This design comes from an exercise in tuning for small area on the open sky130 flow, not from production work.
Only simulation tests tie the RTL to the original design; equivalence was not proved.
Power is estimated from default activity; no workload was simulated.

the reference run:
==> module systolic_feeder, before the edit <==
module systolic_feeder #(
  parameter int NUM_SIZE     = 16,
  parameter int GRID_SIZE    = 2,
  parameter int BUFFER_LEN   = 32,
  parameter int ADDRESS_LEN  = 5,
  parameter int DRAIN_CYCLES = 3,
  localparam int CHAN_W      = (GRID_SIZE > 1) ? $clog2(GRID_SIZE) : 1
) (
  input  logic                          clk,
  input  logic                          rst,
  input  logic                          wr_en,
  input  logic                          wr_sel,
  input  logic [CHAN_W-1:0]             wr_chan,
  input  logic [ADDRESS_LEN-1:0]        wr_addr,
  input  logic [NUM_SIZE-1:0]           wr_data,
  input  logic [ADDRESS_LEN:0]          len,
  input  logic                          start,
  output logic [NUM_SIZE*GRID_SIZE-1:0] north_input,
  output logic [NUM_SIZE*GRID_SIZE-1:0] west_input,
  output logic                          ce,
  output logic                          busy,
  output logic                          done
);
  localparam int LEN_W = ADDRESS_LEN + 1;
  logic             run_r, busy_r, done_r;
  logic             last_r;         
  logic [LEN_W-1:0] a_r;            
  logic [LEN_W-1:0] len_r;
  logic             mem_valid;      
  logic             idle, drain;
  logic [LEN_W-1:0] len_clamped;
  logic             go, go_run, eq_len;
  logic             en0, en1;
  logic             wr_ok;
  assign idle        = !busy_r && !done_r;
  assign drain       = busy_r && !run_r;
  assign len_clamped = len[LEN_W-1] ? LEN_W'(BUFFER_LEN) : len;
  assign go          = idle && start;
  assign go_run      = go && (len_clamped != '0);
  assign eq_len      = (a_r == len_r);
  assign wr_ok       = idle && wr_en;
  assign en0 = (go_run && mem_valid) || (run_r && !last_r && !eq_len);
  assign en1 = run_r && !last_r;
  always_ff @(posedge clk or posedge rst) begin
    if (rst) begin
      run_r     <= 1'b0;
      busy_r    <= 1'b0;
      done_r    <= 1'b0;
      last_r    <= 1'b0;
      a_r       <= '0;
      len_r     <= '0;
      mem_valid <= 1'b0;
    end else begin
      mem_valid <= 1'b1;
      done_r    <= 1'b0;
      if (idle) begin
        if (start) begin
          len_r <= len_clamped;
          if (len_clamped == '0) begin
            done_r <= 1'b1;
          end else begin
            run_r  <= 1'b1;
            busy_r <= 1'b1;
            last_r <= 1'b0;
            a_r    <= LEN_W'(1);
          end
        end
      end else if (run_r) begin
        if (last_r) begin
          run_r <= 1'b0;
          a_r   <= '0;
        end else begin
          last_r <= eq_len;
          a_r    <= a_r + 1'b1;
        end
      end else if (drain) begin
        if (a_r[1]) begin
          busy_r <= 1'b0;
          done_r <= 1'b1;
          a_r    <= '0;
        end else begin
          a_r <= a_r + 1'b1;
        end
      end
    end
  end
  logic [BUFFER_LEN:0]   dec;
  logic [BUFFER_LEN-1:0] sel0, sel1;
  always_comb begin
    for (int e = 0; e <= BUFFER_LEN; e++) dec[e] = (a_r == LEN_W'(e));
  end
  assign sel0 = {BUFFER_LEN{en0}} & dec[BUFFER_LEN-1:0];
  assign sel1 = {BUFFER_LEN{en1}} & dec[BUFFER_LEN:1];
  logic byp_n, byp_w;
  assign byp_n = go_run && wr_en && !wr_sel && (wr_chan == '0) && (wr_addr == '0);
  assign byp_w = go_run && wr_en &&  wr_sel && (wr_chan == '0) && (wr_addr == '0);
  logic [NUM_SIZE*GRID_SIZE-1:0] north_rd, west_rd;
  for (genvar bi = 0; bi < 2; bi++) begin : g_bus
    for (genvar gi = 0; gi < GRID_SIZE; gi++) begin : g_chan
      logic [NUM_SIZE-1:0]   mem [BUFFER_LEN];
      logic [NUM_SIZE-1:0]   mem_d [BUFFER_LEN];
      logic [BUFFER_LEN-1:0] we, hold, sel;
      logic                  byp;
      logic [NUM_SIZE-1:0]   rd;
      always_comb begin
        for (int e = 0; e < BUFFER_LEN; e++)
          we[e] = wr_ok && (wr_sel == bi[0]) && (wr_chan == CHAN_W'(gi)) &&
                  (wr_addr == ADDRESS_LEN'(e));
      end
      assign hold = ~we & {BUFFER_LEN{mem_valid}};
      for (genvar e = 0; e < BUFFER_LEN; e++) begin : g_ent
        for (genvar b = 0; b < NUM_SIZE; b++) begin : g_bit
          sf_wbit u_w (.we(we[e]), .hold(hold[e]), .wd(wr_data[b]), .q(mem[e][b]), .d(mem_d[e][b]));
        end
      end
      always_ff @(posedge clk) begin
        for (int e = 0; e < BUFFER_LEN; e++) mem[e] <= mem_d[e];
      end
      assign byp = (gi == 0) ? ((bi == 0) ? byp_n : byp_w) : 1'b0;
      assign sel = ((gi == 0) ? sel0 : sel1) & ~{{(BUFFER_LEN-1){1'b0}}, byp};
      for (genvar b = 0; b < NUM_SIZE; b++) begin : g_rbit
        logic [32:0] s, d;
        logic [10:0] y_n;
        assign s = {byp, sel};
        for (genvar e = 0; e < BUFFER_LEN; e++) begin : g_d
          assign d[e] = mem[e][b];
        end
        assign d[32] = wr_data[b];
        for (genvar k = 0; k < 10; k++) begin : g_aoi
          sf_aoi222 u_a (.s0(s[3*k]), .d0(d[3*k]), .s1(s[3*k+1]), .d1(d[3*k+1]),
                         .s2(s[3*k+2]), .d2(d[3*k+2]), .y_n(y_n[k]));
        end
        if (gi == 0) begin : g_last3
          sf_aoi222 u_a (.s0(s[30]), .d0(d[30]), .s1(s[31]), .d1(d[31]),
                         .s2(s[32]), .d2(d[32]), .y_n(y_n[10]));
        end else begin : g_last2
          sf_aoi22 u_a (.s0(s[30]), .d0(d[30]), .s1(s[31]), .d1(d[31]), .y_n(y_n[10]));
        end
        sf_nand11 u_n (.a(y_n), .y(rd[b]));
      end
      if (bi == 0) begin : g_n
        assign north_rd[gi*NUM_SIZE +: NUM_SIZE] = rd;
      end else begin : g_w
        assign west_rd[gi*NUM_SIZE +: NUM_SIZE] = rd;
      end
    end
  end
  logic [NUM_SIZE*GRID_SIZE-1:0] north_reg, west_reg;
  always_ff @(posedge clk or posedge rst) begin
    if (rst) begin
      north_reg <= '0;
      west_reg  <= '0;
    end else begin
      north_reg <= north_rd;
      west_reg  <= west_rd;
    end
  end
  assign north_input = north_reg;
  assign west_input  = west_reg;
  assign ce          = busy_r;
  assign busy        = busy_r;
  assign done        = done_r;
endmodule
==> flow/config.mk <==
export PLATFORM = sky130hd
export DESIGN_NAME = systolic_feeder
export DESIGN_NICKNAME = systolic_feeder
export VERILOG_FILES = /design/flow/design.v
export SDC_FILE = /design/flow/constraint.sdc
export NUM_CORES = 4
export LEC_CHECK = 0
export CAP_MARGIN = 5
export CORE_MARGIN = 2
export CORE_UTILIZATION = 60
export SLEW_MARGIN = 5
export SYNTH_HIERARCHICAL = 1
==> flow/constraint.sdc <==
create_clock -name core_clock -period 7.0 [get_ports {clk}]
set_input_delay 1.4000 -clock core_clock [delete_from_list [all_inputs] [get_ports {clk}]]
set_output_delay 1.4000 -clock core_clock [all_outputs]
set_load 0.01 [all_outputs]
standard.sh (not shown) runs the stock make flow with config.mk's settings and CLKGATE_MAP_FILE= SYNTH_SCRIPT=/design/flow/synth_recipe.tcl, a recipe that flattens the netlist after the stock synthesis.
==> flow/flow/run.sh <==
#!/bin/bash
set -o pipefail
export CTS_ARGS="-sink_clustering_enable -repair_clock_nets -dont_use_dummy_load -buf_list sky130_fd_sc_hd__clkbuf_16 -sink_clustering_size 26 -sink_clustering_max_diameter 75"
export BUFFER_PORTS_ARGS="-buffer_cell sky130_fd_sc_hd__buf_1"
bash standard.sh > standard_flow.log 2>&1
For the trial run, these inputs were changed with respect to the reference run:
--- a/flow/design.v
+++ b/flow/design.v
@@ -90,6 +90,12 @@
     for (int e = 0; e <= BUFFER_LEN; e++) dec[e] = (a_r == LEN_W'(e));
   end
-  assign sel0 = {BUFFER_LEN{en0}} & dec[BUFFER_LEN-1:0];
-  assign sel1 = {BUFFER_LEN{en1}} & dec[BUFFER_LEN:1];
+  for (genvar e = 0; e < BUFFER_LEN; e++) begin : g_sel
+    sf_and2 u_s0 (.a(en0), .b(dec[e]),   .y(sel0[e]));
+    sf_and2 u_s1 (.a(en1), .b(dec[e+1]), .y(sel1[e]));
+  end
+  logic [BUFFER_LEN-1:0] wdec;
+  always_comb begin
+    for (int e = 0; e < BUFFER_LEN; e++) wdec[e] = (wr_addr == ADDRESS_LEN'(e));
+  end
   logic byp_n, byp_w;
   assign byp_n = go_run && wr_en && !wr_sel && (wr_chan == '0) && (wr_addr == '0);
@@ -103,10 +109,10 @@
       logic                  byp;
       logic [NUM_SIZE-1:0]   rd;
-      always_comb begin
-        for (int e = 0; e < BUFFER_LEN; e++)
-          we[e] = wr_ok && (wr_sel == bi[0]) && (wr_chan == CHAN_W'(gi)) &&
-                  (wr_addr == ADDRESS_LEN'(e));
-      end
-      assign hold = ~we & {BUFFER_LEN{mem_valid}};
+      logic wsel;
+      assign wsel = wr_ok && (wr_sel == bi[0]) && (wr_chan == CHAN_W'(gi));
+      for (genvar e = 0; e < BUFFER_LEN; e++) begin : g_row
+        sf_and2  u_we   (.a(wsel), .b(wdec[e]), .y(we[e]));
+        sf_and2  u_hold (.a(mem_valid), .b(~(wsel & wdec[e])), .y(hold[e]));
+      end
       for (genvar e = 0; e < BUFFER_LEN; e++) begin : g_ent
         for (genvar b = 0; b < NUM_SIZE; b++) begin : g_bit
@@ -177,4 +183,10 @@
   assign y_n = ~((s0 & d0) | (s1 & d1) | (s2 & d2));
 endmodule
+module sf_and2 (
+  input  logic a, b,
+  output logic y
+);
+  assign y = a & b;
+endmodule
 module sf_aoi22 (
   input  logic s0, d0, s1, d1,
Findings:
- No stage failed in the trial run, and the final checks on the layout all came back clean.
- Sort the reference run and the trial run by via count of the first global-routing pass, ascending, and the reference run comes first.
- The iteration-0 DRC count of the detailed router was comparable across the reference run and the trial run.
- A start point of the critical path of len[5] is what the trial run shows, while mem_valid belongs to the reference run.
- Max sequential share of layout area across the reference run and the trial run: the trial run
- Clock skew for the trial run: 16 ps up relative to the reference run
- The final reports for the trial run and the reference run show share of total power in the clock network higher in the former.
- In the tables for the reference run and the trial run, global-route met3 utilization reads higher with the reference run.
- Between the reference run and the trial run, global-route wire length before repair is higher for the trial run, the reference run comes in under that.
- Going from the reference run to the trial run, critical path depth shrinks by 1.

[port drivers added, routing unchanged]
The flow's constraints put no driver on any port. The routed layouts listed below were extracted and timed again, unchanged, in two steps. Step 1: set_driving_cell puts a clkbuf_16 on clk and a buf_2 on each other input, an assumption about the parent block. Step 2 times the ports against the registers' clock, not the clock port: input delays grow and output delays shrink by t, the midpoint of the rising clock arrivals with the driver on. a / b / c = ideal ports / drivers / drivers and shift; a / b = the first two.
| run | t, ns | setup slack, ns | worst data-port slew with drivers (ns) | pins driven straight from the clock port |
|---|---|---|---|---|
| the reference run | 0.797 | 2.007 / 2.007 / 1.699 | 0.16 | 1 |
| the trial run | 0.819 | 2.344 / 2.403 / 1.584 | 0.10 | 1 |
After both steps every run listed still meets setup and hold. The setup slack of the trial run, which loses most, moves by +0.059 ns with the drivers and by -0.760 ns with both steps.
